From an optimization exercise on the open Yosys and OpenROAD flow, aimed at a short achievable clock period, few clock cycles per item and low power; shortcuts taken in it are not production practice.
The RTL was checked by simulation tests, not by an equivalence proof against the original design.

--- design.v ---
package fp_pkg;
    localparam int NFLAGS  = 5;
    localparam int FLAG_NV = 4;
    localparam int FLAG_DZ = 3;
    localparam int FLAG_OF = 2;
    localparam int FLAG_UF = 1;
    localparam int FLAG_NX = 0;
    typedef enum logic [1:0] {
        RM_RNE = 2'b00,
        RM_RTZ = 2'b01,
        RM_RDN = 2'b10,
        RM_RUP = 2'b11
    } rm_e;
    localparam int QNAN_MAXW = 128;
    function automatic logic [QNAN_MAXW-1:0] fp_qnan(input int exp_w, input int frac_w);
        fp_qnan = '0;
        for (int k = 0; k < exp_w + 1; k++) begin
            fp_qnan[frac_w - 1 + k] = 1'b1;
        end
    endfunction
endpackage
import fp_pkg::*;
module fp_round
#(
    parameter int EXP   = 8,
    parameter int FRAC  = 23,
    parameter int WIDTH = EXP + FRAC + 1
) (
    input  logic                  i_sign,
    input  logic signed [EXP+1:0] i_exp,
    input  logic [2*FRAC+1:0]     i_prod,
    input  logic [1:0]            i_rm,
    output logic [WIDTH-1:0]      o_res,
    output logic [NFLAGS-1:0]     o_flags
);
    localparam int EW  = EXP + 2;
    localparam int PW  = 2 * FRAC + 2;
    localparam int LZW = $clog2(PW + 1);
    localparam logic [EW-1:0] EXP_MAX = EW'((1 << EXP) - 1);
    logic [LZW-1:0]       w_lz;
    logic [PW-1:0]        w_norm;
    logic [FRAC:0]        w_mant;
    logic                 w_g;
    logic                 w_r;
    logic                 w_s;
    logic                 w_inexact;
    logic                 w_round_up;
    logic [FRAC+1:0]      w_mant_rnd;
    logic signed [EW-1:0] w_exp_norm;
    logic signed [EW-1:0] w_exp_rnd;
    logic                 w_uf;
    logic                 w_of;
    logic                 w_zero;
    logic                 w_to_inf;
    always_comb begin
        w_lz = '0;
        for (int k = 0; k < PW; k++) begin
            if (i_prod[k]) begin
                w_lz = LZW'(PW - 1 - k);
            end
        end
    end
    assign w_norm     = i_prod << w_lz;
    assign w_mant     = w_norm[PW-1 -: FRAC+1];
    assign w_g        = w_norm[FRAC];
    assign w_r        = w_norm[FRAC-1];
    assign w_s        = |w_norm[FRAC-2:0];
    assign w_inexact  = w_g | w_r | w_s;
    assign w_exp_norm = i_exp + EW'(1) - EW'(w_lz);
    always_comb begin
        w_round_up = 1'b0;
        case (i_rm)
            RM_RNE:  w_round_up = w_g & (w_r | w_s | w_mant[0]);
            RM_RTZ:  w_round_up = 1'b0;
            RM_RDN:  w_round_up = w_inexact & i_sign;
            RM_RUP:  w_round_up = w_inexact & ~i_sign;
            default: w_round_up = 1'b0;
        endcase
    end
    assign w_mant_rnd = {1'b0, w_mant} + (FRAC+2)'(w_round_up);
    assign w_exp_rnd  = w_exp_norm + EW'(w_mant_rnd[FRAC+1]);
    assign w_zero     = ~w_mant_rnd[FRAC+1] & ~w_mant_rnd[FRAC];
    assign w_uf       = w_exp_norm[EW-1] | (w_exp_norm == '0);
    assign w_of       = ~w_exp_rnd[EW-1] & (w_exp_rnd >= EXP_MAX);
    assign w_to_inf   = (i_rm == RM_RNE) | ((i_rm == RM_RUP) & ~i_sign) |
                        ((i_rm == RM_RDN) & i_sign);
    always_comb begin
        o_res   = '0;
        o_flags = '0;
        if (w_zero) begin
            o_res = {i_sign, {(WIDTH-1){1'b0}}};
        end else if (w_uf) begin
            o_res            = {i_sign, {(WIDTH-1){1'b0}}};
            o_flags[FLAG_UF] = 1'b1;
            o_flags[FLAG_NX] = 1'b1;
        end else if (w_of) begin
            o_res = w_to_inf ? {i_sign, {EXP{1'b1}}, {FRAC{1'b0}}}
                             : {i_sign, {(EXP-1){1'b1}}, 1'b0, {FRAC{1'b1}}};
            o_flags[FLAG_OF] = 1'b1;
            o_flags[FLAG_NX] = 1'b1;
        end else begin
            o_res            = {i_sign, w_exp_rnd[EXP-1:0], w_mant_rnd[FRAC-1:0]};
            o_flags[FLAG_NX] = w_inexact;
        end
    end
endmodule
import fp_pkg::*;
module fmul_pipe
#(
    parameter int EXP   = 8,
    parameter int FRAC  = 23,
    parameter int WIDTH = EXP + FRAC + 1
) (
    input  logic              clk,
    input  logic              rst,
    input  logic              in_valid,
    output logic              in_ready,
    input  logic [WIDTH-1:0]  a,
    input  logic [WIDTH-1:0]  b,
    input  logic [1:0]        round_mode,
    output logic              out_valid,
    input  logic              out_ready,
    output logic [WIDTH-1:0]  r,
    output logic [NFLAGS-1:0] flags
);
    localparam int EW   = EXP + 2;
    localparam int PW   = 2 * FRAC + 2;
    localparam int BIAS = (1 << (EXP - 1)) - 1;
    localparam logic [WIDTH-1:0]     QNAN      = {1'b0, {EXP{1'b1}}, 1'b1, {(FRAC-1){1'b0}}};
    logic [WIDTH-1:0] w_op      [2];
    logic [EXP-1:0]   w_eff_exp [2];
    logic [FRAC:0]    w_mant    [2];
    logic [1:0]       w_is_zero;
    logic [1:0]       w_is_inf;
    logic [1:0]       w_is_nan;
    assign w_op[0] = a;
    assign w_op[1] = b;
    genvar gi;
    generate
        for (gi = 0; gi < 2; gi++) begin : g_unpack
            logic [EXP-1:0]  w_e;
            logic [FRAC-1:0] w_f;
            assign w_e            = w_op[gi][WIDTH-2:FRAC];
            assign w_f            = w_op[gi][FRAC-1:0];
            assign w_is_zero[gi]  = (w_e == '0) & (w_f == '0);
            assign w_is_inf[gi]   = (&w_e) & (w_f == '0);
            assign w_is_nan[gi]   = (&w_e) & (|w_f);
            assign w_mant[gi]     = {|w_e, w_f};
            assign w_eff_exp[gi]  = (w_e == '0) ? EXP'(1) : w_e;
        end
    endgenerate
    logic                 w_sign;
    logic signed [EW-1:0] w_exp_sum;
    logic                 w_special;
    logic                 w_spec_nv;
    logic [WIDTH-1:0]     w_spec_res;
    assign w_sign    = w_op[0][WIDTH-1] ^ w_op[1][WIDTH-1];
    assign w_exp_sum = EW'(w_eff_exp[0]) + EW'(w_eff_exp[1]) - EW'(BIAS);
    always_comb begin
        w_special  = 1'b1;
        w_spec_nv  = 1'b0;
        w_spec_res = '0;
        if ((|w_is_nan) | ((|w_is_inf) & (|w_is_zero))) begin
            w_spec_res = QNAN;
            w_spec_nv  = 1'b1;
        end else if (|w_is_inf) begin
            w_spec_res = {w_sign, {EXP{1'b1}}, {FRAC{1'b0}}};
        end else if (|w_is_zero) begin
            w_spec_res = {w_sign, {(WIDTH-1){1'b0}}};
        end else begin
            w_special = 1'b0;
        end
    end
    logic r_s1_valid, r_s2_valid, r_s3_valid;
    logic w_ld_s1, w_ld_s2, w_ld_s3;
    assign w_ld_s3   = ~r_s3_valid | out_ready;
    assign w_ld_s2   = ~r_s2_valid | w_ld_s3;
    assign w_ld_s1   = ~r_s1_valid | w_ld_s2;
    assign in_ready  = w_ld_s1;
    assign out_valid = r_s3_valid;
    always_ff @(posedge clk or posedge rst) begin
        if (rst) begin
            r_s1_valid <= 1'b0;
            r_s2_valid <= 1'b0;
            r_s3_valid <= 1'b0;
        end else begin
            if (w_ld_s1) r_s1_valid <= in_valid;
            if (w_ld_s2) r_s2_valid <= r_s1_valid;
            if (w_ld_s3) r_s3_valid <= r_s2_valid;
        end
    end
    logic                 r_s1_sign;
    logic signed [EW-1:0] r_s1_exp;
    logic [FRAC:0]        r_s1_ma;
    logic [FRAC:0]        r_s1_mb;
    logic [1:0]           r_s1_rm;
    logic                 r_s1_special;
    logic                 r_s1_spec_nv;
    logic [WIDTH-1:0]     r_s1_spec_res;
    always_ff @(posedge clk or posedge rst) begin
        if (rst) begin
            r_s1_sign     <= 1'b0;
            r_s1_exp      <= '0;
            r_s1_ma       <= '0;
            r_s1_mb       <= '0;
            r_s1_rm       <= RM_RNE;
            r_s1_special  <= 1'b0;
            r_s1_spec_nv  <= 1'b0;
            r_s1_spec_res <= '0;
        end else if (w_ld_s1 && in_valid) begin
            r_s1_sign     <= w_sign;
            r_s1_exp      <= w_exp_sum;
            r_s1_ma       <= w_mant[0];
            r_s1_mb       <= w_mant[1];
            r_s1_rm       <= round_mode;
            r_s1_special  <= w_special;
            r_s1_spec_nv  <= w_spec_nv;
            r_s1_spec_res <= w_spec_res;
        end
    end
    logic                 r_s2_sign;
    logic signed [EW-1:0] r_s2_exp;
    logic [PW-1:0]        r_s2_prod;
    logic [1:0]           r_s2_rm;
    logic                 r_s2_special;
    logic                 r_s2_spec_nv;
    logic [WIDTH-1:0]     r_s2_spec_res;
    always_ff @(posedge clk or posedge rst) begin
        if (rst) begin
            r_s2_sign     <= 1'b0;
            r_s2_exp      <= '0;
            r_s2_prod     <= '0;
            r_s2_rm       <= RM_RNE;
            r_s2_special  <= 1'b0;
            r_s2_spec_nv  <= 1'b0;
            r_s2_spec_res <= '0;
        end else if (w_ld_s2 && r_s1_valid) begin
            r_s2_sign     <= r_s1_sign;
            r_s2_exp      <= r_s1_exp;
            r_s2_prod     <= {{(FRAC+1){1'b0}}, r_s1_ma} * {{(FRAC+1){1'b0}}, r_s1_mb};
            r_s2_rm       <= r_s1_rm;
            r_s2_special  <= r_s1_special;
            r_s2_spec_nv  <= r_s1_spec_nv;
            r_s2_spec_res <= r_s1_spec_res;
        end
    end
    logic [WIDTH-1:0]  w_rnd_res;
    logic [NFLAGS-1:0] w_rnd_flags;
    logic [NFLAGS-1:0] w_spec_flags;
    logic [WIDTH-1:0]  r_res;
    logic [NFLAGS-1:0] r_flags;
    fp_round #(
        .EXP   (EXP),
        .FRAC  (FRAC),
        .WIDTH (WIDTH)
    ) u_round (
        .i_sign  (r_s2_sign),
        .i_exp   (r_s2_exp),
        .i_prod  (r_s2_prod),
        .i_rm    (r_s2_rm),
        .o_res   (w_rnd_res),
        .o_flags (w_rnd_flags)
    );
    always_comb begin
        w_spec_flags          = '0;
        w_spec_flags[FLAG_NV] = r_s2_spec_nv;
    end
    always_ff @(posedge clk or posedge rst) begin
        if (rst) begin
            r_res   <= '0;
            r_flags <= '0;
        end else if (w_ld_s3 && r_s2_valid) begin
            r_res   <= r_s2_special ? r_s2_spec_res : w_rnd_res;
            r_flags <= r_s2_special ? w_spec_flags  : w_rnd_flags;
        end
    end
    assign r     = r_res;
    assign flags = r_flags;
endmodule
--- run.sh ---
#!/bin/bash
# synth_recipe.tcl (not shown) runs the flow's synth.tcl, then flattens the netlist and writes it again
# the make line also repeats each setting of config.mk as NAME=value (left out here)
make -C /OpenROAD-flow-scripts/flow DESIGN_CONFIG=/design/flow/config.mk WORK_HOME=/design/flow/orfs CLKGATE_MAP_FILE= SYNTH_SCRIPT=/design/flow/synth_recipe.tcl finish
--- config.mk ---
export PLATFORM = sky130hd
export DESIGN_NAME = fmul_pipe
export DESIGN_NICKNAME = fmul_pipe
export VERILOG_FILES = /design/flow/design.v
export SDC_FILE = /design/flow/constraint.sdc
export NUM_CORES = 4
export LEC_CHECK = 0
export CAP_MARGIN = 20
export CORE_MARGIN = 2
export CORE_UTILIZATION = 40
export SLEW_MARGIN = 20
--- constraint.sdc ---
create_clock -name core_clock -period 8.0 [get_ports {clk}]
set_input_delay 1.6000 -clock core_clock [delete_from_list [all_inputs] [get_ports {clk}]]
set_output_delay 1.6000 -clock core_clock [all_outputs]
set_load 0.01 [all_outputs]
==> results.json <==
{
  "fmax_mhz": 130,
  "viasPerCell": 5.43,
  "path_clk_slew_ns": 0.08,
  "seq_area_frac_synth": 0.137,
  "max_stage_delay_ns": 0.55,
  "grt_first_pass_wirelength_mm": 143,
  "cp_max_fo": 22,
  "syn_area_mm2": 0.0308,
  "synthFlopType": "dfrtp_1",
  "placed_area_mm2": 0.0337,
  "hold_class": "reg -> reg",
  "drv_slew": 0,
  "drtIter0Drc": 1765,
  "synth_area_leaders": "fa_1 31%, dfrtp_1 14%, ha_1 8.4%, inv_1 6.3%, nand2_1 6.3%",
  "grt_overflow": 0,
  "grt.total_usage": 0.231,
  "endpoint_kind": "register",
  "cp-start-kind": "register",
  "multiInputGateArea_mm2": 0.0237,
  "netlist.area_leader.share": 0.315,
  "die_h_um": 281,
  "whs_path_depth": 1,
  "drt-total-wl_mm": 89.3,
  "cts_sinks": 169,
  "setup_viol": 0,
  "initial_core_util": 0.405,
  "core_area_mm2": 0.0761,
  "syn-num-nets": 4253,
  "synth-async-reset-ratio": 1.00,
  "drive_gt1_frac": 0.111,
  "cap_violations": 0,
  "cts_tree": "done",
  "vias": 25100,
  "tightest_slew_ns": 0.994,
  "arrival_ns": 8.05,
  "slowest_stage": "fa_1",
  "synthCells": 3491,
  "ys_types": 100,
  "final_cell_count_no_fill": 4630,
  "synth_edf_count": 0,
  "fin_worst_skew_ns": 0.0183,
  "synth.largest_area_cell": "fa_1",
  "detail-route-antenna-nets": 0,
  "layout.area.seq_mm2": 0.00425,
  "htree_levels": 4,
  "max-slew-margin-rel": 0.329,
  "crit_start": "r_s1_ma[20]",
  "portBuffers": 107,
  "finalCritPeriodShare": 0.964,
  "fillers": 7550,
  "io_pins": 109,
  "grt_pass1_vias": 25700,
  "yosysWarnings": 5,
  "ys_top_cells_by_count": "521 x inv_1, 519 x nand2_1, 484 x fa_1",
  "area_delta_synth_final_pct": 12.0,
  "dp_hpwl_mm": 74.2,
  "synth_seq_cells": 169,
  "antenna_cells": 0,
  "root_buffer": "clkbuf_16",
  "fin_nets": 4349,
  "cp_common_cell": "fa_1",
  "syn_avg_cell_area_um2": 8.82,
  "die_w_um": 281,
  "worstPathRequired_ns": 8.34,
  "cts_made_buffers": 17,
  "drc": 0,
  "insertion_delay_ns": 0.49,
  "rows": 101,
  "dr.pass1.iters": 6,
  "hold_start": "r_s1_sign",
  "wl_per_cell_um": 19.3,
  "r2r-start": "r_s1_ma[20]",
  "hold_viol": 0,
  "critical_path_class": "reg -> reg",
  "grt_antenna_before_repair": 0,
  "grt_max_degree": 89,
  "clockBufferDepth": 2,
  "r2r_cells": 28,
  "dp.cells": 4595,
  "die_area_mm2": 0.0792,
  "yosysMostFrequentCell": "inv_1",
  "gp_congestion": 0.956,
  "rsz0062_at_grt": "true",
  "outcome": "finished clean",
  "period_needed_ns": 7.71,
  "design_area_mm2": 0.0345
}
-- cell families (layout without fill, tap and decap cells) --
| kind of cell | Yosys count | count (layout) | share of synthesized area |
|---|---|---|---|
| AO/OA/AOI/OAI | 573 | 573 | 0.131 |
| multiplexers | 113 | 113 | 0.0407 |
| other | 1 | 1 | 0.000122 |
| buffers and inverters | 756 | 865 | 0.0962 |
| adder cells (fa/ha/maj) | 692 | 692 | 0.399 |
| flip-flops | 169 | 169 | 0.137 |
| AND/OR/NAND/NOR | 1108 | 1108 | 0.173 |
| XOR/XNOR | 79 | 79 | 0.0225 |
-- cells in the final DEF, fill, tap and decap left out, types with 13 or more instances in the layout --
master | synthesis | layout
ha_1 | 208 | 206
inv_1 | 521 | 520
mux2_2 | 83 | 83
nand3_1 | 61 | 61
or4_1 | 20 | 19
nor2_1 | 125 | 124
dfrtp_2 | 0 | 14
buf_4 | 1 | 188
mux2i_1 | 28 | 28
nor4_1 | 27 | 26
nor3_1 | 45 | 43
a21oi_1 | 105 | 105
xor2_1 | 28 | 28
nand2_1 | 519 | 517
nor2b_1 | 13 | 13
and3_1 | 15 | 15
fa_1 | 484 | 484
o21a_1 | 16 | 14
a22o_1 | 24 | 24
dfrtp_1 | 169 | 155
a211oi_1 | 48 | 46
nand2b_1 | 18 | 18
clkdlybuf4s50_1 | 0 | 107
a21o_1 | 27 | 27
o21bai_1 | 13 | 13
clkbuf_16 | 0 | 17
o21ai_0 | 103 | 99
o211ai_1 | 64 | 64
and2_1 | 211 | 211
xnor2_1 | 51 | 51
a31oi_1 | 13 | 13
-- critical path, delay by kind of cell, from the launching register on --
kind | cells | cell delay [ns]
buffers and inverters | 7 | 0.94
AOI/OAI and AO/OA | 9 | 1.62
xor gates and xnor gates | 1 | 0.17
DFF | 1 | 0.43
and+or+nand+nor | 3 | 0.50
adders and majority gates | 8 | 3.89
-- worst paths after layout --
check,slack (ns),endpoint
worst max-delay path,0.29,r_s2_prod[45]
worst min-delay path,0.48,r_s1_sign
worst max register to register,0.29,r_s2_prod[45]
worst min register to register,0.48,r_s1_sign
max in group asynchronous,5.13,r_s1_ma[15]
min in group asynchronous,1.63,r_res[27]
-- registers in the layout, indices dropped and copies added, names as in the netlist --
register	flops
r_s1_sign	1
r_s1_rm	2
r_s2_sign	1
r_s2_exp	10
r_s2_prod	48
r_s1_special	1
r_s3_valid	1
r_flags	4
r_s2_special	1
r_s1_exp	10
r_s1_spec_res	3
r_res	32
r_s2_valid	1
r_s2_rm	2
r_s1_valid	1
r_s1_ma	24
r_s2_spec_res	3
r_s1_mb	24
-- metal layers --
metal | vias to the layer above | track usage | share of wire
li1 | 11600 | - | -
met1 | 12700 | 0.320 | 0.45
met3 | 121 | 0.0311 | 0.053
met5 | - | 0 | 0
met2 | 774 | 0.376 | 0.47
met4 | 0 | 0.0679 | 0.024
-- layout make-up --
cell class              instances  area share
multi-input cells            2566       0.688
flip-flops and latches        169       0.123
repair buffers                308      0.0772
inverters                     525      0.0575
well taps                    1030      0.0373
clock buffers                  17      0.0123
clock inverters                15     0.00442
-- stage by stage --
| step | TNS (ns) | utilization | setup slack [ns] | hold WS, ns |
|---|---|---|---|---|
| 2_1_floorplan | 0 | - | 0.261 | 0.439 |
| 3_3_place_gp | 0 | 0.444 | 0.116 | 0.460 |
| 3_5_place_dp | 0 | 0.444 | 0.0544 | 0.467 |
| 4_1_cts | 0 | 0.451 | 0.0287 | 0.484 |
| 5_1_grt | -0.149 | 0.454 | -0.0690 | 0.488 |
| 6_report | 0 | 0.454 | 0.291 | 0.480 |
-- what timing repair did --
action / CTS / global route
setup endpoints to repair: 0 / 39
endpoints found under the hold margin: 0 / 0
gates resized for setup: 0 / 50
hold buffers: 0 / 0
setup buffers: 0 / 3
Testbench counts, summed over its fixed seeds: cycles 32,024, items 32,000.

separate check: timing with driven ports:
In the flow no input, the clock included, has a driving cell. The finished layout below was timed again as built, in two steps.
Step 1 sets driving cells, clkbuf_16 on the clock port and buf_2 on the other inputs (assumed; they add their load-dependent delay and slew).
Step 2 moves the port delays by t, midway between the first and last clock arrival at a register: inputs arrive t later, outputs are due t later. That takes back most of the time a late clock gives input paths.
Slacks: no drivers / after step 1 / after step 2; pairs: no drivers / after step 1.
t (ns): 0.552
slack for setup (ns): 0.291 / 0.291 / 0.291
worst hold slack (ns): 0.480 / 0.480 / 0.480
worst data-port slew with drivers (ns): 0.07
After both steps setup and hold are still met in this run. The setup slack of this run moves by 0.000 ns with the drivers and by 0.000 ns with both steps.
